What follows belongs to an exercise in optimizing a design on an open flow for small area, a short achievable clock period and few clock cycles per item; a production flow would make more cautious choices. Function was checked by simulation only, so behaviour that the tests miss may differ from the original. Power is estimated from default activity; no workload was simulated.

File: flow/flow/run.sh
#!/bin/bash
# Standard ORFS layout, except that synthesis maps with the delay-driven ABC
# script in flow/abc_speed.script and without the adder cell mapping, and the
# port buffers are sky130_fd_sc_hd__buf_1.
set -euo pipefail
rm -rf scripts_abc
cp -r "$FLOW_HOME/scripts" scripts_abc
cp flow/abc_speed.script scripts_abc/abc_speed.script
bash standard.sh SCRIPTS_DIR="$PWD/scripts_abc" ADDER_MAP_FILE= BUFFER_PORTS_ARGS="-buffer_cell sky130_fd_sc_hd__buf_1" finish > standard.log 2>&1
File: flow/flow/abc_speed.script
strash
dch
map -D 2000
topo
stime -c
buffer -c
upsize -c -D 2000
dnsize -c -D 2000
File: flow/standard.sh
#!/bin/bash
# synth_recipe.tcl (not shown) runs the flow's synth.tcl, then flattens the netlist and writes it again
# the make line also repeats each setting of config.mk as NAME=value (left out here)
make -C /OpenROAD-flow-scripts/flow DESIGN_CONFIG=/design/flow/config.mk WORK_HOME=/design/flow/orfs CLKGATE_MAP_FILE= SYNTH_SCRIPT=/design/flow/synth_recipe.tcl "${@:-finish}"
File: flow/config.mk
export PLATFORM = sky130hd
export DESIGN_NAME = battery_soc_power_mode_controller
export DESIGN_NICKNAME = battery_soc_power_mode_controller
export VERILOG_FILES = /design/flow/design.v
export SDC_FILE = /design/flow/constraint.sdc
export NUM_CORES = 4
export LEC_CHECK = 0
export CAP_MARGIN = 20
export CORE_MARGIN = 2
export CORE_UTILIZATION = 40
export PLACE_DENSITY = 0.6
export SETUP_SLACK_MARGIN = 2.0
export SLEW_MARGIN = 20
export TNS_END_PERCENT = 100
File: flow/constraint.sdc
create_clock -name core_clock -period 5.0 [get_ports {clk}]
set_input_delay 1.0000 -clock core_clock [delete_from_list [all_inputs] [get_ports {clk}]]
set_output_delay 1.0000 -clock core_clock [all_outputs]
set_load 0.01 [all_outputs]
File: flow/design.v
package bspmc_pkg;
  localparam int SocW    = 24;
  localparam int CountW  = 18;
  localparam int VoltW   = 13;
  localparam int SStepW  = 16;
  localparam int CStepW  = 10;
  localparam int ModeW   = 8;
  localparam int SwW     = 7;
  localparam int OpW     = 3;
  localparam int CfgIdxW = 3;
  localparam int CfgDatW = 24;
  localparam int InDatW  = 80;
  localparam int OutDatW = 64;
  localparam logic [SocW-1:0] SOC_ONE = 24'd8388608;
  localparam logic [OpW-1:0] OP_PULSE    = 3'd0;
  localparam logic [OpW-1:0] OP_TICK     = 3'd1;
  localparam logic [OpW-1:0] OP_SET_MODE = 3'd2;
  localparam logic [OpW-1:0] OP_RESTORE  = 3'd3;
  localparam logic [OpW-1:0] OP_INIT_SOC = 3'd4;
  localparam logic [OpW-1:0] OP_ACK      = 3'd5;
  localparam logic [ModeW-1:0] MODE_DETUMBLE  = 8'd0;
  localparam logic [ModeW-1:0] MODE_CRITICAL  = 8'd1;
  localparam logic [ModeW-1:0] MODE_SURVIVAL  = 8'd2;
  localparam logic [ModeW-1:0] MODE_LOW_POWER = 8'd3;
  localparam logic [ModeW-1:0] MODE_IDLE      = 8'd4;
  localparam logic [ModeW-1:0] MODE_NORMAL    = 8'd5;
  localparam logic [ModeW-1:0] MODE_NONE      = 8'd255;
  localparam logic [CfgIdxW-1:0] REG_CRIT_TH     = 3'd0;
  localparam logic [CfgIdxW-1:0] REG_SURV_TH     = 3'd1;
  localparam logic [CfgIdxW-1:0] REG_LOWPWR_TH   = 3'd2;
  localparam logic [CfgIdxW-1:0] REG_CHARGED_MV  = 3'd3;
  localparam logic [CfgIdxW-1:0] REG_SOC_STEP    = 3'd4;
  localparam logic [CfgIdxW-1:0] REG_CHARGE_STEP = 3'd5;
  localparam logic [CfgIdxW-1:0] REG_CAPACITY    = 3'd6;
  localparam logic [SocW-1:0]   RST_CRIT_TH     = 24'd2097152;
  localparam logic [SocW-1:0]   RST_SURV_TH     = 24'd2516582;
  localparam logic [SocW-1:0]   RST_LOWPWR_TH   = 24'd3355443;
  localparam logic [VoltW-1:0]  RST_CHARGED_MV  = 13'd7100;
  localparam logic [SStepW-1:0] RST_SOC_STEP    = 16'd1526;
  localparam logic [CStepW-1:0] RST_CHARGE_STEP = 10'd25;
  localparam logic [CountW-1:0] RST_CAPACITY    = 18'd129600;
  typedef struct packed {
    logic [VoltW-1:0]  voltage_mv;
    logic              charge_dir;
    logic [ModeW-1:0]  mode_value;
    logic [15:0]       mode_primary;
    logic [15:0]       mode_redundant;
    logic [SocW-1:0]   soc_init;
    logic [OpW-1:0]    opcode;
  } in_item_t;
  function automatic logic [SwW-1:0] load_pattern(input logic [ModeW-1:0] m);
    logic [SwW-1:0] p;
    unique case (m)
      MODE_DETUMBLE:  p = 7'h03;
      MODE_CRITICAL:  p = 7'h00;
      MODE_SURVIVAL:  p = 7'h05;
      MODE_LOW_POWER: p = 7'h0F;
      MODE_IDLE:      p = 7'h0D;
      MODE_NORMAL:    p = 7'h1F;
      default:        p = 7'h00;
    endcase
    load_pattern = p;
  endfunction
endpackage
module battery_soc_power_mode_controller
(
  input  logic                clk,
  input  logic                rst,
  input  logic                s_tvalid,
  output logic                s_tready,
  input  logic [bspmc_pkg::OpW-1:0]      s_tuser,
  input  logic [bspmc_pkg::InDatW-1:0]   s_tdata,
  output logic                m_tvalid,
  input  logic                m_tready,
  output logic [bspmc_pkg::OutDatW-1:0]  m_tdata,
  input  logic                cfg_valid,
  output logic                cfg_ready,
  input  logic [bspmc_pkg::CfgIdxW-1:0]  cfg_index,
  input  logic [bspmc_pkg::CfgDatW-1:0]  cfg_data
);
  localparam int SocW   = bspmc_pkg::SocW;
  localparam int CountW = bspmc_pkg::CountW;
  localparam int ModeW  = bspmc_pkg::ModeW;
  localparam int SwW    = bspmc_pkg::SwW;
  localparam int SStepW = bspmc_pkg::SStepW;
  localparam int CStepW = bspmc_pkg::CStepW;
  logic [SocW-1:0]              crit_th;
  logic [SocW-1:0]              surv_th;
  logic [SocW-1:0]              lowpwr_th;
  logic [bspmc_pkg::VoltW-1:0]  charged_mv;
  logic [SStepW-1:0]            soc_step;
  logic [CStepW-1:0]            charge_step;
  logic [CountW-1:0]            capacity;
  logic [ModeW-1:0]  current_mode, current_mode_next;
  logic [ModeW-1:0]  applied_mode, applied_mode_next;
  logic              mode_changed, mode_changed_next;
  logic [SwW-1:0]    switch_pattern, switch_pattern_next;
  logic [SocW-1:0]   soc_est, soc_est_next;
  logic [CountW-1:0] charge_total, charge_total_next;
  logic              updated, updated_next;
  logic              accept;
  logic [2:0]                  op;
  logic                        dir;
  logic [bspmc_pkg::VoltW-1:0] volt;
  logic [ModeW-1:0]            mval;
  logic [15:0]                 prim, redu;
  logic [SocW-1:0]             sinit;
  assign op    = s_tuser;
  assign dir   = s_tdata[0];
  assign volt  = s_tdata[13:1];
  assign mval  = s_tdata[21:14];
  assign prim  = s_tdata[37:22];
  assign redu  = s_tdata[53:38];
  assign sinit = s_tdata[77:54];
  assign cfg_ready = 1'b1;
  assign s_tready  = !m_tvalid || m_tready;
  assign accept    = s_tvalid && s_tready;
  always_ff @(posedge clk) begin
    if (rst) begin
      crit_th     <= bspmc_pkg::RST_CRIT_TH;
      surv_th     <= bspmc_pkg::RST_SURV_TH;
      lowpwr_th   <= bspmc_pkg::RST_LOWPWR_TH;
      charged_mv  <= bspmc_pkg::RST_CHARGED_MV;
      soc_step    <= bspmc_pkg::RST_SOC_STEP;
      charge_step <= bspmc_pkg::RST_CHARGE_STEP;
      capacity    <= bspmc_pkg::RST_CAPACITY;
    end else if (cfg_valid) begin
      case (cfg_index)
        3'd0: crit_th     <= cfg_data;
        3'd1: surv_th     <= cfg_data;
        3'd2: lowpwr_th   <= cfg_data;
        3'd3: charged_mv  <= cfg_data[bspmc_pkg::VoltW-1:0];
        3'd4: soc_step    <= cfg_data[SStepW-1:0];
        3'd5: charge_step <= cfg_data[CStepW-1:0];
        3'd6: capacity    <= cfg_data[CountW-1:0];
        default: ;
      endcase
    end
  end
  logic [CountW:0]   count_sum;
  logic [CountW:0]   count_dif;
  logic [SocW:0]     soc_sum;
  logic [SocW:0]     soc_dif;
  logic [CountW-1:0] count_up, count_dn;
  logic [SocW-1:0]   soc_up, soc_dn;
  assign count_sum = {1'b0, charge_total} + {{(CountW+1-CStepW){1'b0}}, charge_step};
  assign count_dif = {1'b0, charge_total} - {{(CountW+1-CStepW){1'b0}}, charge_step};
  assign soc_sum   = {1'b0, soc_est} + {{(SocW+1-SStepW){1'b0}}, soc_step};
  assign soc_dif   = {1'b0, soc_est} - {{(SocW+1-SStepW){1'b0}}, soc_step};
  logic [CountW:0] csa_s, csa_c;
  logic [CountW:0] cap_n;
  logic [CountW+1:0] count_ovf;
  assign cap_n = ~{1'b0, capacity};
  assign csa_s = {1'b0, charge_total} ^ {{(CountW+1-CStepW){1'b0}}, charge_step} ^ cap_n;
  assign csa_c = ({1'b0, charge_total} & {{(CountW+1-CStepW){1'b0}}, charge_step})
               | ({1'b0, charge_total} & cap_n)
               | ({{(CountW+1-CStepW){1'b0}}, charge_step} & cap_n);
  assign count_ovf = {1'b0, csa_s} + {csa_c, 1'b0};
  assign count_up = count_ovf[CountW+1] ? capacity : count_sum[CountW-1:0];
  assign count_dn = count_dif[CountW] ? '0 : count_dif[CountW-1:0];
  logic [SocW-1:0] ovf_s, ovf_c;
  logic [SocW:0]   ovf_x;
  logic            soc_ovf;
  always_comb begin
    for (int i = 0; i < SocW; i++) begin
      if (i < SStepW) begin
        ovf_s[i] = ~(soc_est[i] ^ soc_step[i]);
        ovf_c[i] = soc_est[i] | soc_step[i];
      end else if (i < SocW-1) begin
        ovf_s[i] = ~soc_est[i];
        ovf_c[i] = soc_est[i];
      end else begin
        ovf_s[i] = soc_est[i];
        ovf_c[i] = 1'b0;
      end
    end
  end
  assign ovf_x   = {1'b0, ovf_s} + {ovf_c, 1'b0};
  assign soc_ovf = ovf_x[SocW];
  assign soc_up = soc_ovf ? bspmc_pkg::SOC_ONE : soc_sum[SocW-1:0];
  assign soc_dn = soc_dif[SocW] ? '0 : soc_dif[SocW-1:0];
  logic lt_crit, lt_surv, lt_low;
  logic sel_crit, sel_surv, sel_low, sel_cur;
  assign lt_crit  = soc_est < crit_th;
  assign lt_surv  = soc_est < surv_th;
  assign lt_low   = soc_est < lowpwr_th;
  assign sel_crit = lt_crit;
  assign sel_surv = !lt_crit && lt_surv;
  assign sel_low  = !lt_crit && !lt_surv && lt_low;
  assign sel_cur  = !lt_crit && !lt_surv && !lt_low;
  logic ne_crit, ne_surv, ne_low, ne_cur;
  assign ne_crit = applied_mode != bspmc_pkg::MODE_CRITICAL;
  assign ne_surv = applied_mode != bspmc_pkg::MODE_SURVIVAL;
  assign ne_low  = applied_mode != bspmc_pkg::MODE_LOW_POWER;
  assign ne_cur  = applied_mode != current_mode;
  logic             cur_has_pat;
  logic [SwW-1:0]   cur_pat;
  assign cur_has_pat = current_mode <= bspmc_pkg::MODE_NORMAL;
  assign cur_pat     = bspmc_pkg::load_pattern(current_mode);
  logic [ModeW-1:0] tick_mode;
  logic             tick_change, tick_load;
  logic [SwW-1:0]   tick_pat;
  assign tick_mode   = sel_crit ? bspmc_pkg::MODE_CRITICAL
                     : sel_surv ? bspmc_pkg::MODE_SURVIVAL
                     : sel_low  ? bspmc_pkg::MODE_LOW_POWER
                     : current_mode;
  assign tick_change = (sel_crit & ne_crit) | (sel_surv & ne_surv)
                     | (sel_low & ne_low) | (sel_cur & ne_cur);
  assign tick_load   = tick_change & (!sel_cur | cur_has_pat);
  assign tick_pat    = sel_crit ? bspmc_pkg::load_pattern(bspmc_pkg::MODE_CRITICAL)
                     : sel_surv ? bspmc_pkg::load_pattern(bspmc_pkg::MODE_SURVIVAL)
                     : sel_low  ? bspmc_pkg::load_pattern(bspmc_pkg::MODE_LOW_POWER)
                     : cur_pat;
  logic             prim_ok;
  logic [ModeW-1:0] restore_mode;
  logic             restore_ne;
  assign prim_ok      = prim == redu;
  assign restore_mode = prim_ok ? prim[ModeW-1:0] : bspmc_pkg::MODE_IDLE;
  assign restore_ne   = prim_ok ? (prim[ModeW-1:0] != applied_mode)
                                : (applied_mode != bspmc_pkg::MODE_IDLE);
  logic [SocW-1:0] init_soc;
  assign init_soc = (sinit[SocW-1] && |sinit[SocW-2:0]) ? bspmc_pkg::SOC_ONE : sinit;
  always_comb begin
    current_mode_next   = current_mode;
    applied_mode_next   = applied_mode;
    mode_changed_next   = mode_changed;
    switch_pattern_next = switch_pattern;
    soc_est_next        = soc_est;
    charge_total_next   = charge_total;
    updated_next        = 1'b0;
    case (op)
      3'd0: begin
        if (dir) begin
          charge_total_next = count_up;
          soc_est_next      = soc_up;
        end else begin
          charge_total_next = count_dn;
          soc_est_next      = (volt > charged_mv) ? bspmc_pkg::SOC_ONE : soc_dn;
        end
      end
      3'd1: begin
        current_mode_next = tick_mode;
        mode_changed_next = 1'b0;
        if (tick_change) applied_mode_next = tick_mode;
        if (tick_load) begin
          switch_pattern_next = tick_pat;
          updated_next        = 1'b1;
        end
      end
      3'd2: begin
        current_mode_next = mval;
        mode_changed_next = mval != applied_mode;
      end
      3'd3: begin
        current_mode_next = restore_mode;
        mode_changed_next = restore_ne;
      end
      3'd4: soc_est_next = init_soc;
      3'd5: begin
        applied_mode_next = current_mode;
        mode_changed_next = 1'b0;
      end
      default: ;
    endcase
  end
  always_ff @(posedge clk) begin
    if (rst) begin
      current_mode   <= bspmc_pkg::MODE_LOW_POWER;
      applied_mode   <= bspmc_pkg::MODE_NONE;
      mode_changed   <= 1'b1;
      switch_pattern <= '0;
      soc_est        <= '0;
      charge_total   <= bspmc_pkg::RST_CAPACITY;
      updated        <= 1'b0;
      m_tvalid       <= 1'b0;
    end else if (accept) begin
      current_mode   <= current_mode_next;
      applied_mode   <= applied_mode_next;
      mode_changed   <= mode_changed_next;
      switch_pattern <= switch_pattern_next;
      soc_est        <= soc_est_next;
      charge_total   <= charge_total_next;
      updated        <= updated_next;
      m_tvalid       <= 1'b1;
    end else if (m_tready) begin
      m_tvalid       <= 1'b0;
    end
  end
  assign m_tdata = {{(bspmc_pkg::OutDatW-59){1'b0}},
                    charge_total,
                    soc_est,
                    updated,
                    switch_pattern,
                    mode_changed,
                    current_mode};
endmodule
==> summary.md, run 1 <==
| Metric | Value |
|---|---|
| Flop pwr share | 0.425 |
| Switching Share | 0.343 |
| Vias in the first global route | 13700 |
| Synth area leaders | dfxtp_1, nor2_1, nand2_1 |
| Initial core utilization | 0.408 |
| Hold Path Depth | 2 |
| CTS tree | done |
| Switching power | 1.35 mW |
| Fin nets | 2414 |
| DP Cell Count | 2667 |
| WHS Endpoint | lowpwr_th[0] |
| Most used DFF post-synth | dfxtp_1 |
| R2R Path End | switch_pattern[0] |
| Die Area | 34900 um^2 |
| P_int | 2.58 mW |
| Routed wire per std cell | 17.0 um |
| Reg-to-reg critical path startpoint | soc_est[23] |
| Worst Max-Slew Pin Slew | 1.01 ns |
| Pleak | 6.82 nW |
| Fillers | 3441 |
| Ant. Diodes | 0 |
| Die X-Extent | 187 um |
| GPL Wtd Cong | 0.909 |
| Hold Fails Final Rpt | 0 |
| Reg clk slew, reported paths | 0.08 ns |
| Vias per inst | 5.50 |
| Reg2reg setup slack | 1.90 ns |
| Vias | 15100 |
| Type of element launching the critical path | flop |
| Setup Skew | 0.0134 ns |
| CTS Root Cell | clkbuf_16 |
| Netlist cell types | 68 |
| Hold crit path type | flop to flop |
| Clock sink count | 195 |
| Share of layout cells above drive strength 1 | 0.126 |
| Yosys top cell by area | dfxtp_1 |
| Max VDD drop | 0.000242 V |
| Comb power frac | 0.233 |
| DRT Wirelength | 46.9 mm |
| WP data required | 5.37 ns |
| Drt pass-1 iters | 5 |
| Post-synth EDFFs | 0 |
| Final Instance Area | 16000 um^2 |
| Clock group share of total power | 0.342 |
| Worst slew margin | 0.324 |
| Pre-CTS setup slack | 0.889 ns |
| Syn_area_per_cell | 6.31 um^2 |
| Initial antenna violation count | 0 |
| Flops & latches, synth | 195 |
| First DRT Iteration DRCs | 1312 |
| Outcome | complete, no violations |
| Share of the synthesized area in the top cell type | 0.292 |
| Fin worst setup slack | 1.90 ns |
| Tmin final | 3.10 ns |
| Clock buffer count from CTS | 17 |
| Gr ovfl total | 0 |
| Seq/Total Area, Yosys | 0.292 |
| Overall Power | 3.93 mW |
| Most frequent cells in the layout | nor2_1, nand2_1, inv_1 |
| Fin Setup TNS | 0 ns |
| Max Fclk | 322 MHz |
| DP Area | 14300 um^2 |
| Post-detailed-route count of antenna-violating nets | 0 |
| IO Count | 182 |
| Reg area | 3960 um^2 |
| First-pass GRT wire length | 72.9 mm |
| Row count | 66 |
| Crit Path Max Fanout | 6 |
| PortBufs | 171 |
| Cells after synthesis | 2116 |
| Multi-input gate area | 8710 um^2 |
| H-tree depth | 4 |
| WP data arrival | 3.48 ns |
| R2R depth | 17 |
| Commonest non-fill, non-tap cell in the layout | nor2_1 |
| Post-route insts no fill | 2753 |
| HPWL Detailed | 34.1 mm |
| Final Cycle Share | 0.621 |
| Area growth syn-to-layout | 20.0% |
| Clock latency on the worst-skew pair | 0.46 ns |
| Crit end category | flop |
| Core area | 32700 um^2 |
| Warnings, synthesis | 1 |
| RSZ-0062 raised after global routing | yes |
| Die height | 187 um |
| DRC Markers | 0 |
| Max_cap viols | 0 |
| CTS Buffer Depth | 2 |
| Hold Path Origin | lowpwr_th[0] |
| Final setup violation count | 0 |
| Fraction of registers with async set/reset | 0 |
| Fin. max-slew vios | 0 |
| WS Path Type | flop to flop |
| Netlist Area Pre-Place | 13400 um^2 |
| Total Routing Usage GR | 0.260 |
| Pin count of the biggest net entering global routing | 98 |
| Cell Pwr Density | 245 nW/um^2 |
[routing by layer]
layer | GRT usage | vias to the layer above | part of all wire
met5 | 0 | - | 0
met1 | 0.364 | 7051 | 0.46
li1 | - | 7519 | -
met3 | 0.0369 | 70 | 0.067
met4 | 0.0925 | 0 | 0.029
met2 | 0.408 | 507 | 0.44
[layout make-up]
type                       instances  share of cell area
multi-input combinational       1580               0.543
sequential                       195               0.247
timing repair buffer             240              0.0758
inverter                         265              0.0654
tap                              442              0.0345
clock buffer                      17              0.0266
clock inverter                    14             0.00750
[power by group through the flow]
stage,Combinational (mW),Clock [mW],Sequential (mW)
after detailed placement,0.799,0,1.70
after CTS,0.838,1.37,1.67
after floorplan,0.563,0,1.69
after global placement,0.789,0,1.70
after global routing,1.02,1.43,1.68
final,0.916,1.34,1.67
[through the flow]
| stage | hold WS (ns) | utilization |
|---|---|---|
| after floorplan | 0.419 | - |
| after global placement | 0.438 | 0.437 |
| after detailed placement | 0.437 | 0.437 |
| after CTS | 0.455 | 0.467 |
| after global routing | 0.485 | 0.490 |
| final | 0.456 | 0.490 |
[critical path, cell delays in order, from the launching register on]
cell,delay (ns)
dfxtp_4,0.41
inv_6,0.06
nand2_4,0.07
nand2_4,0.05
a2111oi_4,0.30
nand2_2,0.12
a2111oi_4,0.40
nand4_1,0.20
o211ai_4,0.31
buf_6,0.14
and3_4,0.19
nand2_4,0.05
o2111ai_4,0.08
and3_4,0.27
nand2_8,0.08
clkinv_8,0.08
nand3_4,0.06
a21oi_2,0.13
[flip-flops by register name, summed over array words and instances, names as in the netlist, 8 cells and up]
signal        count
crit_th          24
lowpwr_th        24
soc_est          24
surv_th          24
capacity         18
charge_total     18
soc_step         16
charged_mv       13
charge_step      10
applied_mode      8
current_mode      8
[worst max path at each step]
| stage | start | endpoint | slack [ns] |
|---|---|---|---|
| 5_1_grt | soc_est[23] | switch_pattern[0] | 1.75 |
| 3_5_place_dp | s_tdata[3] | soc_est[18] | 0.89 |
| 2_1_floorplan | s_tdata[3] | soc_est[18] | 2.20 |
| 3_3_place_gp | s_tdata[13] | soc_est[18] | 0.95 |
| 4_1_cts | soc_est[23] | switch_pattern[0] | 1.93 |
| 6_report | soc_est[23] | switch_pattern[0] | 1.90 |
[repair_timing]
action                                  4_1_cts  5_1_grt
cloned                                        0        1
hold buffers                                  0        0
endpoints found under the setup margin       65       60
resized for setup                            79      150
buffers inserted                             21       33
pin swaps                                    11       45
[cells by family after synthesis]
logic type | synth area share
and+or+nand+nor | 0.267
AOI/OAI and AO/OA | 0.279
buffers and inverters | 0.103
DFF | 0.292
xor gates and xnor gates | 0.0577
other | 0.000562
[Yosys cell counts (all sizes together) (16+ instances only)]
cell type,number
nor2,354
nand2,322
inv,260
a21oi,231
o21ai,227
dfxtp,195
nand3,85
xor2,78
clkbuf,59
nor3,37
buf,23
a31oi,22
o22ai,22
a22oi,18
nand4,18
o221ai,18
o211ai,17
nor4,16
Testbench counts, summed over its fixed seeds: cycles 12,008, items 12,000.
==> run 2, diff against run 1 <==
==> flow/flow/run.sh (replaced) <==
#!/bin/bash
# Standard ORFS layout (the standard.sh), except that synthesis maps with
# the delay-driven ABC script in flow/abc_speed.script and without the adder
# cell mapping, and the port buffers start as buf_1 cells.
set -euo pipefail
rm -rf scripts_abc
cp -r "$FLOW_HOME/scripts" scripts_abc
cp flow/abc_speed.script scripts_abc/abc_speed.script
bash standard.sh SCRIPTS_DIR="$PWD/scripts_abc" ADDER_MAP_FILE= BUFFER_PORTS_ARGS="-buffer_cell sky130_fd_sc_hd__buf_1"  finish > standard.log 2>&1
==> flow/flow/abc_speed.script (replaced) <==
strash
dch
map -D 1500
topo
stime -c
buffer -c
upsize -c -D 1500
dnsize -c -D 1500
==> run 2 against run 1 <==
Still clean. Worst hold slack lost 0.0039 ns. Routed wire length is 6.5% higher. Register-to-register slack improved by 0.27 ns. Clock power up 4%. Maximum frequency is 4.7% higher. Die area up 4.7%. Utilization shrank 3.3 points.
==> summary.md, run 2 <==
| Metric | Value |
|---|---|
| Outcome | complete, no violations |
| Worst slew margin | 0.261 |
| Netlist cell types | 84 |
| Initial core utilization | 0.406 |
| Comb power frac | 0.226 |
| Vias | 15700 |
| Vias per inst | 5.55 |
| Final Cycle Share | 0.593 |
| Fin worst setup slack | 2.04 ns |
| Cell Pwr Density | 253 nW/um^2 |
| Routed wire per std cell | 17.7 um |
| Die Area | 36500 um^2 |
| PortBufs | 171 |
| Max VDD drop | 0.000253 V |
| Count leader, synth | nand2_1 |
| Reg-to-reg critical path startpoint | soc_est[13] |
| Fin Setup TNS | 0 ns |
| WS Path Type | input pin to flop |
| Pre-CTS setup slack | 1.50 ns |
| Hold crit path type | flop to flop |
| Fin. max-slew vios | 0 |
| Initial antenna violation count | 0 |
| Flop pwr share | 0.421 |
| Overall Power | 3.98 mW |
| Setup Skew | 0.0186 ns |
| Max_cap viols | 0 |
| Gr ovfl total | 0 |
| GPL Wtd Cong | 0.920 |
| Hold Path Origin | switch_pattern[3] |
| Row count | 68 |
| DRC Markers | 0 |
| Synth area leaders | dfxtp_1, nand2_1, nor2_1 |
| Warnings, synthesis | 1 |
| P_int | 2.57 mW |
| Post-route insts no fill | 2820 |
| Area growth syn-to-layout | 12.5% |
| Fin Hold WS | 0.452 ns |
| DP Area | 14900 um^2 |
| Max Fclk | 337 MHz |
| Share of layout cells above drive strength 1 | 0.0757 |
| Most frequent cells in the layout | nand2_1, nor2_1, inv_1 |
| Netlist Area Pre-Place | 14000 um^2 |
| Core area | 34500 um^2 |
| Type of element launching the critical path | input pin |
| Tmin final | 2.96 ns |
| Worst Max-Slew Pin Slew | 1.11 ns |
| Clock buffer count from CTS | 17 |
| Final Instance Area | 15700 um^2 |
| Reg clk slew, reported paths | 0.08 ns |
| Switching power | 1.41 mW |
| Fraction of registers with async set/reset | 0 |
| Crit end category | flop |
| DP Cell Count | 2774 |
| Crit path from | s_tuser[2] |
| Finished Core Util | 0.457 |
| Syn_area_per_cell | 6.31 um^2 |
| IO Count | 182 |
| List of most frequent post-synthesis cells | nand2_1, nor2_1, inv_1 |
| Pin count of the biggest net entering global routing | 88 |
| Post-detailed-route count of antenna-violating nets | 0 |
| H-tree depth | 4 |
| Crit Path Max Fanout | 21 |
| Fin nets | 2467 |
| Hold Fails Final Rpt | 0 |
| Hold-fix buffers at CTS | 0 |
| Clock latency on the worst-skew pair | 0.46 ns |
| Die X-Extent | 191 um |
| Drt pass-1 iters | 6 |
| Pleak | 6.77 nW |
| Flops & latches, synth | 195 |
| Clock sink count | 195 |
| Cells after synthesis | 2219 |
| WP data required | 5.36 ns |
| CTS tree | done |
| HPWL Detailed | 36.7 mm |
| Most used DFF post-synth | dfxtp_1 |
| Seq/Total Area, Yosys | 0.279 |
| CTS Buffer Depth | 2 |
| Die height | 191 um |
| First-pass GRT wire length | 75.5 mm |
| DRT Wirelength | 49.9 mm |
| Switching Share | 0.353 |
| Clock group share of total power | 0.352 |
| Final setup violation count | 0 |
| Yosys top cell by area | dfxtp_1 |
| Commonest non-fill, non-tap cell in the layout | nand2_1 |
| CTS Root Cell | clkbuf_16 |
| Vias in the first global route | 13700 |
| Fillers | 3643 |
| RSZ-0062 raised after global routing | yes |
| WP data arrival | 3.33 ns |
| Share of the synthesized area in the top cell type | 0.279 |
| Ant. Diodes | 0 |
| Post-synth EDFFs | 0 |
| First DRT Iteration DRCs | 1227 |
| Total Routing Usage GR | 0.265 |
==> run 2: cells by family (layout without fill, tap and decap cells) <==
| kind of cell | count (synthesis) | in the layout | synth area share |
|---|---|---|---|
| other | 2 | 8 | 0.000537 |
| buffers and inverters | 360 | 496 | 0.105 |
| AO/OA/AOI/OAI | 655 | 656 | 0.270 |
| AND/OR/NAND/NOR | 925 | 928 | 0.294 |
| XOR/XNOR | 82 | 82 | 0.0513 |
| flip-flops | 195 | 195 | 0.279 |
==> run 2: layer usage <==
metal / share of wire / track usage / vias up
li1: - / - / 7771
met4: 0.021 / 0.0727 / 0
met3: 0.065 / 0.0283 / 63
met2: 0.45 / 0.425 / 577
met5: 0 / 0 / -
met1: 0.47 / 0.376 / 7253
==> run 2: layout make-up <==
type | instances | area [um^2] | share of cell area
clock buffers | 18 | 429 | 0.0273
clock inverters | 14 | 138 | 0.00874
inverters | 269 | 1030 | 0.0657
multi-input cells | 1674 | 8790 | 0.558
flip-flops and latches | 195 | 3950 | 0.251
well taps | 455 | 569 | 0.0362
repair buffers | 195 | 842 | 0.0535
==> run 2: worst max-delay path, stage by stage <==
cell and delay, ns:
buf_1 0.40, inv_1 0.17, nor2_1 0.57, inv_1 0.63, nand3_1 0.31, o21ai_1 0.09
a21oi_1 0.14
==> run 2: what timing repair did <==
item                       4_1_cts  5_1_grt
buffers inserted                 0       10
cloned                           0        4
pin swaps                        0       15
resized for setup               13       51
setup endpoints to repair       38       63
==> run 2: power by group through the flow <==
stage               Combinational (mW)  Clock (mW)  Sequential (mW)
floorplan                        0.602           0             1.69
global placement                 0.825           0             1.71
detailed placement               0.834           0             1.71
CTS                              0.842        1.42             1.68
global route                     0.995        1.48             1.69
finish                           0.900        1.40             1.68
==> run 2: final timing paths <==
path	endpoint	cells after the start	slack (ns)
setup / recovery	soc_est[2]	7	2.04
hold / removal	switch_pattern[3]	2	0.45
setup reg to reg	soc_est[2]	12	2.17
hold reg to reg	switch_pattern[3]	2	0.45
==> run 3, diff against run 2 <==
==> flow/flow/abc_speed.script (replaced) <==
strash
dch
map -D 2000
strash
dch
map -D 2000
topo
stime -c
buffer -c
upsize -c -D 2000
dnsize -c -D 2000
==> run 3 against run 2 <==
Still clean on timing, DRC and antenna. Sequential share of layout area fell by 0.72 points. Cell count is 5.9% lower. Routed wire length fell by 10%. Setup slack worse by 0.12 ns. Clock-buffer cell count down 1. Critical path type unchanged. Largest power group unchanged.
==> summary.md, run 3 <==
| Metric | Value |
|---|---|
| Grt met3 use | 0.0306 |
| Share of the synthesized area in the top cell type | 0.304 |
| Post-synthesis adder-cell area fraction | 0 |
| Netlist Area Pre-Place | 12900 um^2 |
| Vias per inst | 5.58 |
| List of most frequent post-synthesis cells | nor2_1, nand2_1, a21oi_1 |
| Worst Max-Slew Pin Slew | 0.808 ns |
| Crit end category | flop |
| Max Fclk | 324 MHz |
| RSZ-0062 raised after global routing | yes |
| Xor and xnor fraction of the mapped netlist area | 0.0422 |
| Commonest non-fill, non-tap cell in the layout | nand2_1 |
| Pin count of the biggest net entering global routing | 69 |
| Largest family of logic cells by synthesized area | compound AO/OA/AOI/OAI gates |
| CTS Root Cell | clkbuf_16 |
| DRT Wirelength | 44.7 mm |
| Clock latency on the worst-skew pair | 0.46 ns |
| Core area | 31600 um^2 |
| Final setup violation count | 0 |
| WP data required | 5.36 ns |
| Vias in the first global route | 13100 |
| Fin nets | 2353 |
| Worst slew margin | 0.461 |
| Busiest grt layer | met2 |
| PortBufs | 171 |
| Pleak | 6.66 nW |
| Compound-gate portion of the synthesized area | 0.301 |
| Post-synth EDFFs | 0 |
| Fin. max-slew vios | 0 |
| Die X-Extent | 183 um |
| Most frequent cells in the layout | nand2_1, nor2_1, a21oi_1 |
| Warnings, synthesis | 1 |
| Initial antenna violation count | 0 |
| CTS Buffer Depth | 2 |
| HPWL Detailed | 31.0 mm |
| Max VDD drop | 0.000250 V |
| GR met2 Demand/Resource | 0.408 |
| Gr ovfl total | 0 |
| Yosys top cell by area | dfxtp_1 |
| WP data arrival | 3.44 ns |
| Die Area | 33600 um^2 |
| Tmin final | 3.08 ns |
| Routed wire per std cell | 16.9 um |
| Most used DFF post-synth | dfxtp_1 |
| GPL Wtd Cong | 0.920 |
| First-pass GRT wire length | 68.1 mm |
| GRT met1 Usage | 0.349 |
| DRC Markers | 0 |
| CTS tree | done |
| Count leader, synth | nor2_1 |
| Final Cycle Share | 0.617 |
| Synth area leaders | dfxtp_1, a21oi_1, o21ai_0 |
| Initial core utilization | 0.407 |
| Post-detailed-route count of antenna-violating nets | 0 |
| Hold Fails Final Rpt | 0 |
| Total Routing Usage GR | 0.250 |
| Share of layout cells above drive strength 1 | 0.184 |
| Vias | 14800 |
| Reg clk slew, reported paths | 0.08 ns |
| Crit Path Max Fanout | 5 |
| Drt pass-1 iters | 6 |
| Netlist cell types | 73 |
| Finished Core Util | 0.516 |
| Max_cap viols | 0 |
| Fillers | 3162 |
| WS Path Type | input pin to flop |
| H-tree depth | 4 |
| IO Count | 182 |
| Clock buffer count from CTS | 17 |
| Clock sink count | 195 |
| Setup Skew | 0.0159 ns |
| Cell Pwr Density | 251 nW/um^2 |
| Overall Power | 4.09 mW |
| Type of element launching the critical path | input pin |
| Hold crit path type | flop to flop |
| Outcome | complete, no violations |
| Row count | 65 |
| Seq/Total Area, Yosys | 0.304 |
| Simple-Gate Fraction of Synth Area | 0.258 |
| Fraction of registers with async set/reset | 0 |
| Ant. Diodes | 0 |
| Post-synthesis mux area share | 0 |
| Flops & latches, synth | 195 |
| Cells after synthesis | 1998 |
| Fin Setup TNS | 0 ns |
| First DRT Iteration DRCs | 1360 |
| Die height | 183 um |
| Syn_area_per_cell | 6.44 um^2 |
| Area growth syn-to-layout | 26.9% |
==> run 3: cell count changes after synthesis, moves of 12 or more <==
cell,delta
nor2_1,-21
o21ai_1,-19
a21oi_1,+12
o22ai_1,+12
nand2_1,-45
nand4_1,-15
nor3_1,-14
nand3_1,-33
xor2_1,-27
a22oi_1,+12
inv_1,-49
==> run 3: path summary, 6_finish.rpt <==
| check | from | end | slack [ns] | depth (start not counted) |
|---|---|---|---|---|
| worst min register to register | lowpwr_th[1] | lowpwr_th[1] | 0.46 | 2 |
| worst max register to register | soc_est[22] | switch_pattern[0] | 1.98 | 15 |
| worst min-delay path | lowpwr_th[1] | lowpwr_th[1] | 0.46 | 2 |
| worst max-delay path | s_tdata[13] | soc_est[0] | 1.92 | 16 |
==> run 3: report_power, final <==
group	switching, mW	internal (mW)
Clock	0.726	0.764
Sequential	0.0666	1.61
Combinational	0.572	0.359
Total	1.36	2.73
==> run 3: worst max-delay path, cell delays in order <==
cell and delay (ns):
buf_4 0.14, inv_4 0.05, o22ai_4 0.07, nor3_4 0.22, and3_4 0.23, o2111ai_4 0.10, nor3_2 0.20, nand4_1 0.14
a21oi_2 0.20, buf_6 0.15, a21boi_4 0.21, buf_12 0.14, buf_12 0.10, buf_6 0.09, o2111ai_1 0.09, a221oi_1 0.30
==> run 3: layer usage <==
| metal | routed length [um] | vias to the layer above |
|---|---|---|
| met5 | 0 | - |
| met4 | 820 | 0 |
| met3 | 2650 | 66 |
| met2 | 20900 | 505 |
| met1 | 20400 | 6898 |
| li1 | - | 7325 |
==> run 3: final cells by class <==
cell class | count | area, um^2 | share of cell area
Clock buffer | 17 | 425 | 0.0261
Clock inverter | 15 | 194 | 0.0119
Inverter | 213 | 862 | 0.0528
Multi-Input combinational cell | 1508 | 8590 | 0.526
Sequential cell | 195 | 3970 | 0.243
Tap cell | 402 | 503 | 0.0308
Timing Repair Buffer | 303 | 1780 | 0.109
==> run 3: through the flow <==
step,setup WS [ns],instance area [um^2],hold slack [ns],instances
2_1_floorplan,2.15,12900,0.436,2004
3_3_place_gp,1.20,13800,0.451,2508
3_5_place_dp,1.19,13800,0.451,2508
4_1_cts,1.92,15100,0.465,2595
5_1_grt,1.78,16300,0.487,2653
6_report,1.92,16300,0.462,2653
==> run 3: logic make-up (layout without fill, tap and decap cells) <==
| group | Yosys count | count (layout) |
|---|---|---|
| compound gates | 657 | 657 |
| xor+xnor | 62 | 62 |
| buf+inv | 301 | 548 |
| flops | 195 | 195 |
| other cells | 2 | 8 |
| simple gates | 781 | 781 |
==> run 3: what timing repair did <==
item | CTS | global route
hold buffers | 0 | 0
endpoints found under the setup margin | 64 | 91
setup buffers | 55 | 55
endpoints found under the hold margin | 0 | 0
resized for setup | 101 | 222
pin swaps | 42 | 57
gates cloned | 0 | 3
==> run 4, diff against run 3 <==
--- a/flow/design.v
+++ b/flow/design.v
@@ -182,33 +182,24 @@
   logic lt_crit, lt_surv, lt_low;
-  logic sel_crit, sel_surv, sel_low, sel_cur;
-  assign lt_crit  = soc_est < crit_th;
-  assign lt_surv  = soc_est < surv_th;
-  assign lt_low   = soc_est < lowpwr_th;
-  assign sel_crit = lt_crit;
-  assign sel_surv = !lt_crit && lt_surv;
-  assign sel_low  = !lt_crit && !lt_surv && lt_low;
-  assign sel_cur  = !lt_crit && !lt_surv && !lt_low;
-  logic ne_crit, ne_surv, ne_low, ne_cur;
-  assign ne_crit = applied_mode != bspmc_pkg::MODE_CRITICAL;
-  assign ne_surv = applied_mode != bspmc_pkg::MODE_SURVIVAL;
-  assign ne_low  = applied_mode != bspmc_pkg::MODE_LOW_POWER;
-  assign ne_cur  = applied_mode != current_mode;
-  logic             cur_has_pat;
-  logic [SwW-1:0]   cur_pat;
-  assign cur_has_pat = current_mode <= bspmc_pkg::MODE_NORMAL;
-  assign cur_pat     = bspmc_pkg::load_pattern(current_mode);
+  assign lt_crit = soc_est < crit_th;
+  assign lt_surv = soc_est < surv_th;
+  assign lt_low  = soc_est < lowpwr_th;
+  logic ld_crit, ld_surv, ld_low, ld_cur;
+  assign ld_crit = applied_mode != bspmc_pkg::MODE_CRITICAL;
+  assign ld_surv = applied_mode != bspmc_pkg::MODE_SURVIVAL;
+  assign ld_low  = applied_mode != bspmc_pkg::MODE_LOW_POWER;
+  assign ld_cur  = (applied_mode != current_mode) && (current_mode <= bspmc_pkg::MODE_NORMAL);
+  logic [SwW-1:0] sw_crit, sw_surv, sw_low, sw_cur;
+  assign sw_crit = ld_crit ? bspmc_pkg::load_pattern(bspmc_pkg::MODE_CRITICAL)  : switch_pattern;
+  assign sw_surv = ld_surv ? bspmc_pkg::load_pattern(bspmc_pkg::MODE_SURVIVAL)  : switch_pattern;
+  assign sw_low  = ld_low  ? bspmc_pkg::load_pattern(bspmc_pkg::MODE_LOW_POWER) : switch_pattern;
+  assign sw_cur  = ld_cur  ? bspmc_pkg::load_pattern(current_mode)              : switch_pattern;
   logic [ModeW-1:0] tick_mode;
-  logic             tick_change, tick_load;
-  logic [SwW-1:0]   tick_pat;
-  assign tick_mode   = sel_crit ? bspmc_pkg::MODE_CRITICAL
-                     : sel_surv ? bspmc_pkg::MODE_SURVIVAL
-                     : sel_low  ? bspmc_pkg::MODE_LOW_POWER
-                     : current_mode;
-  assign tick_change = (sel_crit & ne_crit) | (sel_surv & ne_surv)
-                     | (sel_low & ne_low) | (sel_cur & ne_cur);
-  assign tick_load   = tick_change & (!sel_cur | cur_has_pat);
-  assign tick_pat    = sel_crit ? bspmc_pkg::load_pattern(bspmc_pkg::MODE_CRITICAL)
-                     : sel_surv ? bspmc_pkg::load_pattern(bspmc_pkg::MODE_SURVIVAL)
-                     : sel_low  ? bspmc_pkg::load_pattern(bspmc_pkg::MODE_LOW_POWER)
-                     : cur_pat;
+  logic [SwW-1:0]   tick_sw;
+  logic             tick_upd;
+  assign tick_mode = lt_crit ? bspmc_pkg::MODE_CRITICAL
+                   : lt_surv ? bspmc_pkg::MODE_SURVIVAL
+                   : lt_low  ? bspmc_pkg::MODE_LOW_POWER
+                   : current_mode;
+  assign tick_sw   = lt_crit ? sw_crit : lt_surv ? sw_surv : lt_low ? sw_low : sw_cur;
+  assign tick_upd  = lt_crit ? ld_crit : lt_surv ? ld_surv : lt_low ? ld_low : ld_cur;
   logic             prim_ok;
@@ -241,9 +232,7 @@
       3'd1: begin
-        current_mode_next = tick_mode;
-        mode_changed_next = 1'b0;
-        if (tick_change) applied_mode_next = tick_mode;
-        if (tick_load) begin
-          switch_pattern_next = tick_pat;
-          updated_next        = 1'b1;
-        end
+        current_mode_next   = tick_mode;
+        applied_mode_next   = tick_mode;
+        mode_changed_next   = 1'b0;
+        switch_pattern_next = tick_sw;
+        updated_next        = tick_upd;
       end
==> flow/flow/abc_speed.script (replaced) <==
strash
dch
map -D 1000
topo
stime -c
buffer -c
upsize -c -D 1000
dnsize -c -D 1000
==> run 4 against run 3 <==
Combinational power grew 15%. Highest routed layer unchanged. Global-route usage rose by 3.0 points. Maximum frequency rose by 7.2%. Clock-buffer cell count is 2 higher. Register-to-register slack improved by 0.14 ns. Design area is 6.1% higher. Critical path depth is 5 lower. Setup slack gained 0.21 ns. Sequential share of layout area decreased by 1.8 points. Largest cell class unchanged.
==> summary.md, run 4 <==
| Metric | Value |
|---|---|
| Row count | 72 |
| CTS Buffer Depth | 2 |
| Routed wire per std cell | 18.5 um |
| Yosys top cell by area | dfxtp_1 |
| CTS Root Cell | clkbuf_16 |
| Fin. max-slew vios | 0 |
| Share of layout cells above drive strength 1 | 0.0642 |
| Type of element launching the critical path | flop |
| Clock latency on the worst-skew pair | 0.47 ns |
| DRC Markers | 0 |
| Pleak | 7.28 nW |
| Seq/Total Area, Yosys | 0.248 |
| Die Area | 40900 um^2 |
| Area growth syn-to-layout | 10.2% |
| Syn_area_per_cell | 6.15 um^2 |
| WP data required | 5.39 ns |
| Share of the synthesized area in the top cell type | 0.248 |
| Critical Path Max Stage Delay | 0.64 ns |
| Count leader, synth | nand2_1 |
| Hold Fails Final Rpt | 0 |
| GPL Wtd Cong | 0.959 |
| Final Cycle Share | 0.575 |
| Chain of cells forming the critical path | nor2_2 -> nor2_2 -> nand4_1 -> nor2_1 -> nand4_1 -> nand3_1 -> nand4_1 -> nand4_1 -> o2bb2ai_1 -> nand2_1 -> a21oi_1 |
| Gr ovfl total | 0 |
| Drt pass-1 iters | 5 |
| First-pass GRT wire length | 91.3 mm |
| Reg clk slew, reported paths | 0.07 ns |
| Clock sink count | 195 |
| Ant. Diodes | 0 |
| RSZ-0062 raised after global routing | no |
| CTS tree | done |
| Post-detailed-route count of antenna-violating nets | 0 |
| Initial antenna violation count | 0 |
| Synth area leaders | dfxtp_1, nand2_1, a21oi_1 |
| Family with the most delay on the worst path | simple AND/OR/NAND/NOR gates |
| Warnings, synthesis | 1 |
| Slowest cell on the critical path | dfxtp_1 |
| Fraction of registers with async set/reset | 0 |
| Max_cap viols | 0 |
| Crit-path most repeated cell | nand4_1 |
| WP buf/inv | 0 |
| Initial core utilization | 0.406 |
| Crit end category | flop |
| Post-synth EDFFs | 0 |
| Crit Path Max Fanout | 11 |
| WS Path Type | flop to flop |
| Worst slew margin | 0.264 |
| Vias | 18400 |
| Max VDD drop | 0.000268 V |
| Cell Pwr Density | 239 nW/um^2 |
| List of most frequent post-synthesis cells | nand2_1, nor2_1, a21oi_1 |
| HPWL Detailed | 45.5 mm |
| Outcome | complete, no violations |
| Worst Max-Slew Pin Slew | 1.10 ns |
| H-tree depth | 4 |
| Flops & latches, synth | 195 |
| Commonest non-fill, non-tap cell in the layout | nand2_1 |
| Pin count of the biggest net entering global routing | 82 |
| Post-CTS Setup Repair Bufs | 0 |
| Vias in the first global route | 16900 |
| DRT Wirelength | 59.2 mm |
| Setup Skew | 0.0111 ns |
| Fin nets | 2783 |
| Vias per inst | 5.75 |
| Netlist cell types | 82 |
| Clock buffer count from CTS | 17 |
| IO Count | 182 |
| Total Routing Usage GR | 0.281 |
| Die X-Extent | 202 um |
| PortBufs | 171 |
| Most used DFF post-synth | dfxtp_1 |
| Hold-fix buffers at CTS | 0 |
| Tmin final | 2.88 ns |
| Hold crit path type | flop to flop |
| Max Fclk | 348 MHz |
| Cells after synthesis | 2556 |
| Fin Setup TNS | 0 ns |
| First DRT Iteration DRCs | 1485 |
| Fin Hold WS | 0.455 ns |
| WP data arrival | 3.26 ns |
| Die height | 202 um |
| Most frequent cells in the layout | nand2_1, nor2_1, a21oi_1 |
| Final setup violation count | 0 |
| Core area | 38700 um^2 |
| Netlist Area Pre-Place | 15700 um^2 |
| Fillers | 4256 |
## run 4: changes by cell type in the layout (fill, tap and decap cells not counted), sizes merged, moves of 10 or more
cell | before | now
nand2 | 296 | 560
buf | 302 | 187
nand3 | 82 | 167
nand4 | 18 | 88
o21ai | 234 | 269
inv | 210 | 241
a31oi | 27 | 54
o211ai | 15 | 33
and2 | 4 | 20
a21oi | 245 | 259
a32o | 11 | 0
a31o | 1 | 11
## run 4: where the power goes
part | internal [mW] | switching [mW]
clock network | 0.682 | 0.712
logic | 0.329 | 0.737
registers | 1.61 | 0.0771
total | 2.62 | 1.53
## run 4: metrics by stage
step | cells | utilization | power, mW | setup WS (ns) | instance area [um^2]
2_1_floorplan | 2562 | - | 2.43 | 2.38 | 15700
3_3_place_gp | 3166 | 0.430 | 2.73 | 0.874 | 16700
3_5_place_dp | 3166 | 0.430 | 2.75 | 0.894 | 16700
4_1_cts | 3198 | 0.446 | 4.14 | 2.01 | 17300
5_1_grt | 3199 | 0.447 | 4.35 | 2.02 | 17300
6_report | 3199 | 0.447 | 4.15 | 2.12 | 17300
## run 4: worst paths after layout
kind                              startpoint           end  slack [ns]  cells after the start
worst max register to register   soc_est[14]   soc_est[23]        2.12                     11
worst max-delay path             soc_est[14]   soc_est[23]        2.12                     11
worst min-delay path            lowpwr_th[0]  lowpwr_th[0]        0.45                      2
worst min register to register  lowpwr_th[0]  lowpwr_th[0]        0.45                      2
## run 4: area by class of cell
class	count	area, um^2	share of cell area
multi-input combinational	2032	10500	0.608
inverter	234	888	0.0513
clock buffer	19	453	0.0261
timing repair buffer	188	773	0.0446
clock inverter	13	115	0.00664
sequential	195	3910	0.226
tap	518	648	0.0374
## run 4: cells by family after synthesis
logic type | count (synthesis) | share of synthesized area
xor+xnor | 47 | 0.0262
buf+inv | 336 | 0.0886
other cells | 2 | 0.000478
compound gates | 756 | 0.284
simple gates | 1220 | 0.353
flops | 195 | 0.248
## run 4: timing repair
action	CTS	global route
endpoints found under the setup margin	61	63
resized for setup	8	17
pin swaps	0	1
cloned	0	1
## run 4: worst min-delay path, delay by kind of cell, from the launching register on
kind | cells | cell delay (ns)
flops | 1 | 0.32
simple gates | 2 | 0.10
## run 4: metal layers
layer / vias up / GRT usage / part of all wire
met2: 619 / 0.465 / 0.46
met4: 0 / 0.108 / 0.033
met1: 8605 / 0.368 / 0.44
met3: 102 / 0.0408 / 0.062
met5: - / 0 / 0
li1: 9079 / - / -
Testbench counts of run 4, summed over its fixed seeds: cycles 12,008, items 12,000.
==> run 5, diff against run 4 <==
==> flow/flow/abc_speed.script (replaced) <==
strash
dch
map -D 1500
topo
stime -c
buffer -c
upsize -c -D 1500
dnsize -c -D 1500
==> run 5 against run 4 <==
Combinational power is 14% lower. Synthesized cell count is 14% lower. Clock power is 6% higher. Worst hold slack better by 0.0029 ns. Non-clock buffer count stayed put. Sequential share of layout area is 2.5 points higher. Routed wire length is 19% lower. First-iteration DRC count is 18% lower. Clock-buffer cell count stayed put. Critical endpoint is now charge_total[15]. Highest routed layer unchanged.
==> summary.md, run 5 <==
| Metric | Value |
|---|---|
| R2R Path End | soc_est[17] |
| Fraction of registers with async set/reset | 0 |
| Setup Skew | 0.00972 ns |
| Max Fclk | 356 MHz |
| WHS Endpoint | lowpwr_th[0] |
| Flops & latches, synth | 195 |
| Most frequent cells in the layout | nand2_1, nor2_1, o21ai_0 |
| RSZ-0062 raised after global routing | yes |
| WP buf/inv | 2 |
| Worst slew margin | 0.325 |
| Reg-to-reg critical path startpoint | soc_est[8] |
| Cell Pwr Density | 261 nW/um^2 |
| Hold Path Depth | 2 |
| Initial core utilization | 0.405 |
| Netlist cell types | 81 |
| Switching power | 1.40 mW |
| Die height | 191 um |
| Seq/Total Area, Yosys | 0.280 |
| Final Cycle Share | 0.562 |
| WP data arrival | 3.14 ns |
| R2R depth | 11 |
| Share of the synthesized area in the top cell type | 0.280 |
| Crit end category | flop |
| Reg clk slew, reported paths | 0.08 ns |
| Fin. max-slew vios | 0 |
| Flop pwr share | 0.412 |
| CTS Root Cell | clkbuf_16 |
| Worst Max-Slew Pin Slew | 1.01 ns |
| Core area | 34500 um^2 |
| Pleak | 6.61 nW |
| Clock sink count | 195 |
| CTS tree | done |
| Crit Path Max Fanout | 20 |
| Initial antenna violation count | 0 |
| Netlist Area Pre-Place | 14000 um^2 |
| Family with the most delay on the worst path | buffers and inverters |
| Fin Hold WS | 0.457 ns |
| IO Count | 182 |
| Clock group share of total power | 0.363 |
| List of most frequent post-synthesis cells | nand2_1, nor2_1, o21ai_0 |
| Post-detailed-route count of antenna-violating nets | 0 |
| Fillers | 3738 |
| P_int | 2.69 mW |
| Fin Setup TNS | 0 ns |
| Synth area leaders | dfxtp_1, nand2_1, nor2_1 |
| Reg area | 3920 um^2 |
| Reg2reg setup slack | 2.19 ns |
| Row count | 68 |
| Ant. Diodes | 0 |
| Warnings, synthesis | 1 |
| Post-synth EDFFs | 0 |
| DRC Markers | 0 |
| DRT Wirelength | 47.8 mm |
| CTS Buffer Depth | 2 |
| Max_cap viols | 0 |
| Drt pass-1 iters | 5 |
| WS Path Type | input pin to flop |
| Pin count of the biggest net entering global routing | 77 |
| Total Routing Usage GR | 0.259 |
| Syn_area_per_cell | 6.36 um^2 |
| Fin nets | 2433 |
| H-tree depth | 4 |
| Gr ovfl total | 0 |
| Tmin final | 2.81 ns |
| Switching Share | 0.342 |
| Count leader, synth | nand2_1 |
| Multi-input gate area | 8890 um^2 |
| Die X-Extent | 191 um |
| Slowest cell on the critical path | inv_1 |
| Clock buffer count from CTS | 17 |
| Yosys top cell by area | dfxtp_1 |
| Share of layout cells above drive strength 1 | 0.0776 |
| Max VDD drop | 0.000246 V |
| Vias in the first global route | 14100 |
| First-pass GRT wire length | 75.1 mm |
| First DRT Iteration DRCs | 1215 |
| Hold Fails Final Rpt | 0 |
| Outcome | complete, no violations |
| WP data required | 5.33 ns |
| Area growth syn-to-layout | 11.9% |
| Hold Path Origin | lowpwr_th[0] |
| Vias | 15500 |
| Cells after synthesis | 2196 |
| GPL Wtd Cong | 0.942 |
| Comb power frac | 0.226 |
| Hold crit path type | flop to flop |
| Commonest non-fill, non-tap cell in the layout | nand2_1 |
| Clock latency on the worst-skew pair | 0.45 ns |
| Die Area | 36400 um^2 |
| Routed wire per std cell | 17.1 um |
| HPWL Detailed | 36.4 mm |
| PortBufs | 171 |
| Vias per inst | 5.56 |
| Hold-fix buffers at CTS | 0 |
| Final setup violation count | 0 |
| Type of element launching the critical path | input pin |
| Critical Path Max Stage Delay | 0.65 ns |
| Chain of cells forming the critical path | buf_1 -> inv_1 -> o21ai_2 -> o21bai_1 -> a21oi_1 -> a31oi_1 -> o21ai_0 |
| Most used DFF post-synth | dfxtp_1 |
==> run 5: cell count changes in the layout (fill, tap and decap cells not counted), moves of 9 or more <==
| cell | before | now |
|---|---|---|
| nand2_1 | 553 | 379 |
| nand3_1 | 160 | 85 |
| nand4_1 | 86 | 44 |
| a21oi_1 | 252 | 214 |
| nor2_1 | 266 | 298 |
| xor2_1 | 36 | 66 |
| o21ai_0 | 245 | 220 |
| inv_1 | 221 | 202 |
| and2_1 | 17 | 1 |
| inv_2 | 11 | 23 |
| o21ai_1 | 12 | 23 |
| o221ai_1 | 15 | 6 |
==> run 5: timing repair <==
item,CTS,global route
resized for setup,9,26
buffers inserted,0,4
pin swaps,0,5
endpoints found under the setup margin,15,48
cloned,0,1
==> run 5: layout make-up <==
class | instances | area share
sequential | 195 | 0.251
clock inverter | 13 | 0.0106
inverter | 229 | 0.0553
timing repair buffer | 188 | 0.0496
multi-input combinational | 1687 | 0.569
clock buffer | 19 | 0.0283
tap | 455 | 0.0364
==> run 5: power by group through the flow <==
stage | sequential, mW | combinational (mW) | clock [mW]
final | 1.68 | 0.921 | 1.48
after global routing | 1.69 | 1.02 | 1.56
after CTS | 1.68 | 0.891 | 1.51
after detailed placement | 1.71 | 0.885 | 0
after global placement | 1.71 | 0.871 | 0
after floorplan | 1.70 | 0.652 | 0
==> run 5: worst reg2reg max path: stages, from the launching register on <==
cell	delay (ns)
dfxtp_1	0.51
nor2_1	0.16
nor2_4	0.19
inv_1	0.16
a21oi_1	0.24
o22ai_1	0.13
a21oi_1	0.18
or2_1	0.32
nand2_4	0.22
nand2_4	0.19
o2111ai_1	0.13
a221oi_1	0.27
==> run 5: per-stage QoR <==
| step | cells | worst slack [ns] | area (um^2) | utilization | total power [mW] |
|---|---|---|---|---|---|
| after floorplan | 2202 | 2.25 | 14000 | - | 2.35 |
| after global placement | 2749 | 1.37 | 14900 | 0.431 | 2.58 |
| after detailed placement | 2749 | 1.20 | 14900 | 0.431 | 2.60 |
| after CTS | 2781 | 2.00 | 15500 | 0.450 | 4.08 |
| after global routing | 2786 | 1.99 | 15600 | 0.454 | 4.27 |
| final | 2786 | 2.19 | 15600 | 0.454 | 4.08 |
==> run 5: layer usage <==
| metal | up-vias | share of wire | global-route usage |
|---|---|---|---|
| li1 | 7751 | - | - |
| met1 | 7188 | 0.46 | 0.354 |
| met2 | 491 | 0.46 | 0.426 |
| met3 | 66 | 0.050 | 0.0263 |
| met4 | 0 | 0.026 | 0.0844 |
| met5 | - | 0 | 0 |
==> run 5: kinds of logic (layout without fill, tap and decap cells) <==
| group | Yosys count | count (layout) | share of synthesized area |
|---|---|---|---|
| and+or+nand+nor | 932 | 933 | 0.293 |
| AOI/OAI and AO/OA | 661 | 661 | 0.281 |
| xor gates and xnor gates | 82 | 82 | 0.0514 |
| DFF | 195 | 195 | 0.280 |
| adders and majority gates | 2 | 2 | 0.00143 |
| other | 2 | 8 | 0.000538 |
| muxes | 1 | 1 | 0.000717 |
| buffers and inverters | 321 | 449 | 0.0928 |
==> run 5: how the worst max path moves through the flow <==
stage | start | to | slack [ns] | cells past startpoint
after floorplan | m_tready | charge_total[8] | 2.25 | 11
final | s_tdata[0] | charge_total[15] | 2.19 | 7
after CTS | m_tready | charge_total[8] | 2.00 | 13
after global routing | s_tdata[12] | soc_est[17] | 1.99 | 12
after detailed placement | s_tuser[2] | mode_changed | 1.20 | 11
after global placement | s_tdata[12] | soc_est[19] | 1.37 | 12
==> run 6, diff against run 5 <==
--- a/flow/config.mk
+++ b/flow/config.mk
@@ -11,3 +11,3 @@
 export PLACE_DENSITY = 0.6
-export SETUP_SLACK_MARGIN = 2.0
+export SETUP_SLACK_MARGIN = 2.4
 export SLEW_MARGIN = 20
==> run 6 against run 5 <==
Still clean on timing, DRC and antenna. Die area stayed put. Sequential cell count is the same. Synthesized area did not move. Largest power group unchanged.
==> summary.md, run 6 <==
| Metric | Value |
|---|---|
| Flops & latches, synth | 195 |
| Core area | 34500 um^2 |
| Pin count of the biggest net entering global routing | 88 |
| Commonest non-fill, non-tap cell in the layout | nand2_1 |
| Clock sink count | 195 |
| Post-detailed-route count of antenna-violating nets | 0 |
| CTS Root Cell | clkbuf_16 |
| DRT Wirelength | 49.5 mm |
| Netlist Area Pre-Place | 14000 um^2 |
| Fillers | 3656 |
| Type of element launching the critical path | flop |
| WP data arrival | 2.89 ns |
| Fin Setup TNS | 0 ns |
| WS Path Type | flop to flop |
| Warnings, synthesis | 1 |
| Pleak | 6.99 nW |
| Share of the synthesized area in the top cell type | 0.280 |
| DP Cell Count | 2747 |
| IO Count | 182 |
| First DRT Iteration DRCs | 1328 |
| Seq/Total Area, Yosys | 0.280 |
| Clock latency on the worst-skew pair | 0.46 ns |
| Reg area | 4000 um^2 |
| Crit Path Max Fanout | 7 |
| Count leader, synth | nand2_1 |
| Outcome | complete, no violations |
| R2R depth | 14 |
| Syn_area_per_cell | 6.36 um^2 |
| Multi-input gate area | 9450 um^2 |
| GPL Wtd Cong | 0.943 |
| Hold-fix buffers at CTS | 0 |
| Drt pass-1 iters | 6 |
| Vias | 15900 |
| Vias in the first global route | 14300 |
| DRC Markers | 0 |
| CTS Buffer Depth | 2 |
| Post-route insts no fill | 2836 |
| Share of layout cells above drive strength 1 | 0.147 |
| Netlist cell types | 81 |
| Max_cap viols | 0 |
| Tmin final | 2.60 ns |
| Overall Power | 4.21 mW |
| Initial core utilization | 0.405 |
| Most frequent cells in the layout | nand2_1, nor2_1, a21oi_1 |
| HPWL Detailed | 36.3 mm |
| RSZ-0062 raised after global routing | yes |
| Gr ovfl total | 0 |
| Setup Skew | 0.0134 ns |
| CTS tree | done |
| DP Area | 14900 um^2 |
| Routed wire per std cell | 17.5 um |
| Hold Path Depth | 2 |
| Initial antenna violation count | 0 |
| H-tree depth | 4 |
| Hold crit path type | flop to flop |
| Cells after synthesis | 2196 |
| Synth area leaders | dfxtp_1, nand2_1, nor2_1 |
| Max Fclk | 384 MHz |
| First-pass GRT wire length | 76.9 mm |
| Worst Max-Slew Pin Slew | 1.09 ns |
| Crit end category | flop |
| Total Routing Usage GR | 0.266 |
| Area growth syn-to-layout | 19.6% |
| List of most frequent post-synthesis cells | nand2_1, nor2_1, o21ai_0 |
| Die height | 191 um |
| Worst slew margin | 0.275 |
| Fraction of registers with async set/reset | 0 |
| Post-synth EDFFs | 0 |
| Hold Fails Final Rpt | 0 |
| Fin. max-slew vios | 0 |
| Reg clk slew, reported paths | 0.08 ns |
| Most used DFF post-synth | dfxtp_1 |
| Die Area | 36400 um^2 |
| WP data required | 5.29 ns |
| Final Cycle Share | 0.520 |
| Row count | 68 |
| Final Instance Area | 16700 um^2 |
| Vias per inst | 5.59 |
| Final setup violation count | 0 |
| Clock buffer count from CTS | 17 |
| PortBufs | 171 |
| Die X-Extent | 191 um |
| Max VDD drop | 0.000276 V |
| Fin nets | 2483 |
| Cell Pwr Density | 252 nW/um^2 |
| Ant. Diodes | 0 |
| Yosys top cell by area | dfxtp_1 |
==> run 6: stage by stage <==
step	util	setup WS, ns	hold slack (ns)
finish	0.485	2.40	0.451
global route	0.485	2.23	0.476
CTS	0.460	2.34	0.452
detailed placement	0.432	1.44	0.433
global placement	0.432	1.50	0.429
floorplan	-	2.40	0.419
==> run 6: cells by family (layout without fill, tap and decap cells) <==
logic type                 count (synthesis)  count (layout)  share of synthesized area
xor gates and xnor gates                  82              82                     0.0514
muxes                                      1               1                   0.000717
and+or+nand+nor                          932             935                      0.293
DFF                                      195             195                      0.280
other                                      2               8                   0.000538
AOI/OAI and AO/OA                        661             662                      0.281
buffers and inverters                    321             496                     0.0928
adders and majority gates                  2               2                    0.00143
==> run 6: final timing paths <==
path             endpoint    startpoint  slack [ns]
max            soc_est[1]   soc_est[13]        2.40
min          lowpwr_th[0]  lowpwr_th[0]        0.45
max reg2reg    soc_est[1]   soc_est[13]        2.40
min reg2reg  lowpwr_th[0]  lowpwr_th[0]        0.45
==> run 6: repair_timing <==
item                       in CTS  in global routing
setup endpoints to repair      68                 67
cloned                          4                  0
pin swaps                      11                 54
buffers inserted               15                 38
gates resized for setup        69                159
hold endpoints to repair        0                  0
==> run 6: worst max-delay path: stages (launching register included) <==
cell and delay [ns]:
dfxtp_4 0.43, inv_6 0.05, nand2_4 0.08, nand2_4 0.07, a22oi_2 0.21, nand3_2 0.12
nor4b_4 0.32, nand4_1 0.21, nor3_4 0.25, a21oi_4 0.13, nand2_4 0.18, buf_4 0.14
o22ai_2 0.05, o22ai_1 0.11, a21oi_1 0.08
==> run 6: metal layers <==
layer,up-vias,global-route usage,part of all wire
met5,-,0,0
met4,0,0.102,0.028
met3,73,0.0300,0.061
met2,572,0.411,0.44
met1,7377,0.378,0.47
li1,7841,-,-
==> run 6: area by class of cell <==
class / instances / share of cell area
Multi-Input combinational cell: 1690 / 0.566
Clock inverter: 14 / 0.00989
Clock buffer: 18 / 0.0263
Timing Repair Buffer: 235 / 0.0710
Inverter: 229 / 0.0533
Sequential cell: 195 / 0.239
Tap cell: 455 / 0.0341
==> run 6: report_power, final <==
group	leakage (nW)	switching [mW]	internal [mW]
Sequential	1.60	0.0712	1.61
Clock	0.301	0.712	0.769
Combinational	5.09	0.678	0.375
==> run 7, diff against run 6 <==
--- a/flow/flow/run.sh
+++ b/flow/flow/run.sh
@@ -8,2 +8,2 @@
 cp flow/abc_speed.script scripts_abc/abc_speed.script
-bash standard.sh SCRIPTS_DIR="$PWD/scripts_abc" ADDER_MAP_FILE= BUFFER_PORTS_ARGS="-buffer_cell sky130_fd_sc_hd__buf_1"  finish > standard.log 2>&1
+bash standard.sh SCRIPTS_DIR="$PWD/scripts_abc" ADDER_MAP_FILE= BUFFER_PORTS_ARGS="-buffer_cell sky130_fd_sc_hd__buf_1" RECOVER_POWER=100 finish > standard.log 2>&1
==> run 7 against run 6 <==
The layout now fails its checks (max-capacitance violations, max-slew violations). Via count shrank 0.49%. Global-route usage is the same. Largest cell class unchanged. Clock power is essentially flat. Critical path depth is the same. Synthesized area is the same. Sequential power is essentially flat. Clock-buffer cell count is the same. Highest routed layer unchanged. Clock skew is essentially flat. Synthesized cell count is the same. Sequential cell count is the same.
==> summary.md, run 7 <==
| Metric | Value |
|---|---|
| RSZ-0062 raised after global routing | yes |
| Die height | 191 um |
| Yosys top cell by area | dfxtp_1 |
| IO Count | 182 |
| Max Fclk | 281 MHz |
| Fraction of registers with async set/reset | 0 |
| WP data arrival | 3.78 ns |
| Hold-fix buffers at CTS | 0 |
| Post-synth EDFFs | 0 |
| Max_cap viols | 1 |
| Routed wire per std cell | 17.5 um |
| Vias in the first global route | 14300 |
| Pleak | 6.93 nW |
| CTS Root Cell | clkbuf_16 |
| Warnings, synthesis | 1 |
| Gr ovfl total | 0 |
| Reg-to-reg critical path startpoint | soc_est[11] |
| Initial antenna violation count | 0 |
| Commonest non-fill, non-tap cell in the layout | nand2_1 |
| Fin Hold WS | 0.449 ns |
| Reg clk slew, reported paths | 0.08 ns |
| Final setup violation count | 0 |
| Synth area leaders | dfxtp_1, nand2_1, nor2_1 |
| Seq/Total Area, Yosys | 0.280 |
| Crit path capture | soc_est[17] |
| DRT Wirelength | 49.6 mm |
| Final Cycle Share | 0.713 |
| Crit end category | flop |
| Setup Skew | 0.0138 ns |
| Core area | 34500 um^2 |
| Fin nets | 2483 |
| Die Area | 36400 um^2 |
| Outcome | failed layout checks |
| Cell Pwr Density | 255 nW/um^2 |
| Hold Path Depth | 2 |
| Clock buffer count from CTS | 17 |
| Fin. max-slew vios | 88 |
| Most used DFF post-synth | dfxtp_1 |
| SO Faults | max-capacitance violations, max-slew violations |
| Flop pwr share | 0.402 |
| Vias | 15800 |
| Vias per inst | 5.57 |
| DP Area | 14900 um^2 |
| Reg2reg setup slack | 1.44 ns |
| Type of element launching the critical path | flop |
| Clock sink count | 195 |
| Worst slew margin | -0.420 |
| Row count | 68 |
| CTS Buffer Depth | 2 |
==> run 7: routing by layer <==
layer / track usage / vias to the layer above / wire length (um)
met5: 0 / - / 0
met4: 0.102 / 0 / 1430
met3: 0.0300 / 75 / 2900
met2: 0.411 / 535 / 21800
met1: 0.378 / 7337 / 23400
li1: - / 7839 / -
==> run 7: cell families (layout without fill, tap and decap cells) <==
family	Yosys count	count (layout)	share of synthesized area
other	2	8	0.000538
adder cells (fa/ha/maj)	2	2	0.00143
XOR/XNOR	82	82	0.0514
flip-flops	195	195	0.280
multiplexers	1	1	0.000717
AND/OR/NAND/NOR	932	935	0.293
AO/OA/AOI/OAI	661	662	0.281
buffers and inverters	321	496	0.0928
==> run 7: area by class of cell <==
cell class,count,area share
inverters,229,0.0541
repair buffers,235,0.0709
multi-input cells,1690,0.564
flip-flops and latches,195,0.239
clock inverters,14,0.0101
well taps,455,0.0347
clock buffers,18,0.0268
==> run 7: how the worst min path moves through the flow <==
stage | slack, ns | from | end
floorplan | 0.42 | lowpwr_th[0] | lowpwr_th[0]
global placement | 0.43 | lowpwr_th[0] | lowpwr_th[0]
detailed placement | 0.43 | lowpwr_th[0] | lowpwr_th[0]
CTS | 0.45 | lowpwr_th[0] | lowpwr_th[0]
global route | 0.48 | switch_pattern[2] | switch_pattern[2]
finish | 0.45 | lowpwr_th[0] | lowpwr_th[0]
==> run 7: timing repair <==
action                     4_1_cts  5_1_grt
buffers inserted                15       38
gates resized for setup         69      159
pin swaps                       11       54
setup endpoints to repair       68       67
cloned                           4        0
==> run 7: power by group through the flow <==
| stage | clock [mW] | sequential (mW) | combinational, mW |
|---|---|---|---|
| detailed placement | 0 | 1.72 | 0.887 |
| floorplan | 0 | 1.70 | 0.654 |
| global route | 1.56 | 1.69 | 1.12 |
| global placement | 0 | 1.71 | 0.877 |
| CTS | 1.51 | 1.68 | 0.952 |
| finish | 1.49 | 1.68 | 1.01 |
==> run 7: critical path, stage by stage, from the launching register on <==
cell	delay (ns)
dfxtp_1	0.56
inv_1	0.21
nand2_1	0.19
nand2_1	0.19
inv_1	0.17
nor2_1	0.12
a21oi_1	0.22
nor2_1	0.07
a211oi_1	0.49
o21a_4	0.22
nand2_1	0.14
nand2_8	0.17
nand2_1	0.26
o2111ai_1	0.17
a221oi_1	0.11
==> run 7: stage by stage <==
stage	total power, mW	std cells	worst slack, ns
final	4.18	2836	1.44
after detailed placement	2.60	2747	1.44
after floorplan	2.35	2202	2.40
after CTS	4.14	2798	2.34
after global routing	4.37	2836	1.19
after global placement	2.59	2747	1.50

-- re-timing with driven ports --
The flow's constraints put no driver on any port. The routed layouts listed below were extracted and timed again, unchanged, in two steps. Step 1 sets driving cells, clkbuf_16 on the clock port and buf_2 on the other inputs (assumed; they add their load-dependent delay and slew). Step 2 also shifts input and output timing later by t, the mid clock arrival at the registers, as if the neighbouring blocks saw the same clock. Three values: ideal, step 1, step 2; two values: the first two.
| run | t (ns) | slack for setup (ns) |
|---|---|---|
| run 1 | 0.501 | 1.896 / 1.896 / 1.694 |
| run 2 | 0.510 | 2.035 / 2.063 / 1.554 |
| run 3 | 0.502 | 1.915 / 1.940 / 1.438 |
| run 4 | 0.518 | 2.123 / 2.123 / 1.795 |
| run 5 | 0.502 | 2.188 / 2.194 / 1.704 |
| run 6 | 0.501 | 2.399 / 2.399 / 1.981 |
| run 7 | 0.502 | 1.436 / 1.436 / 1.436 |
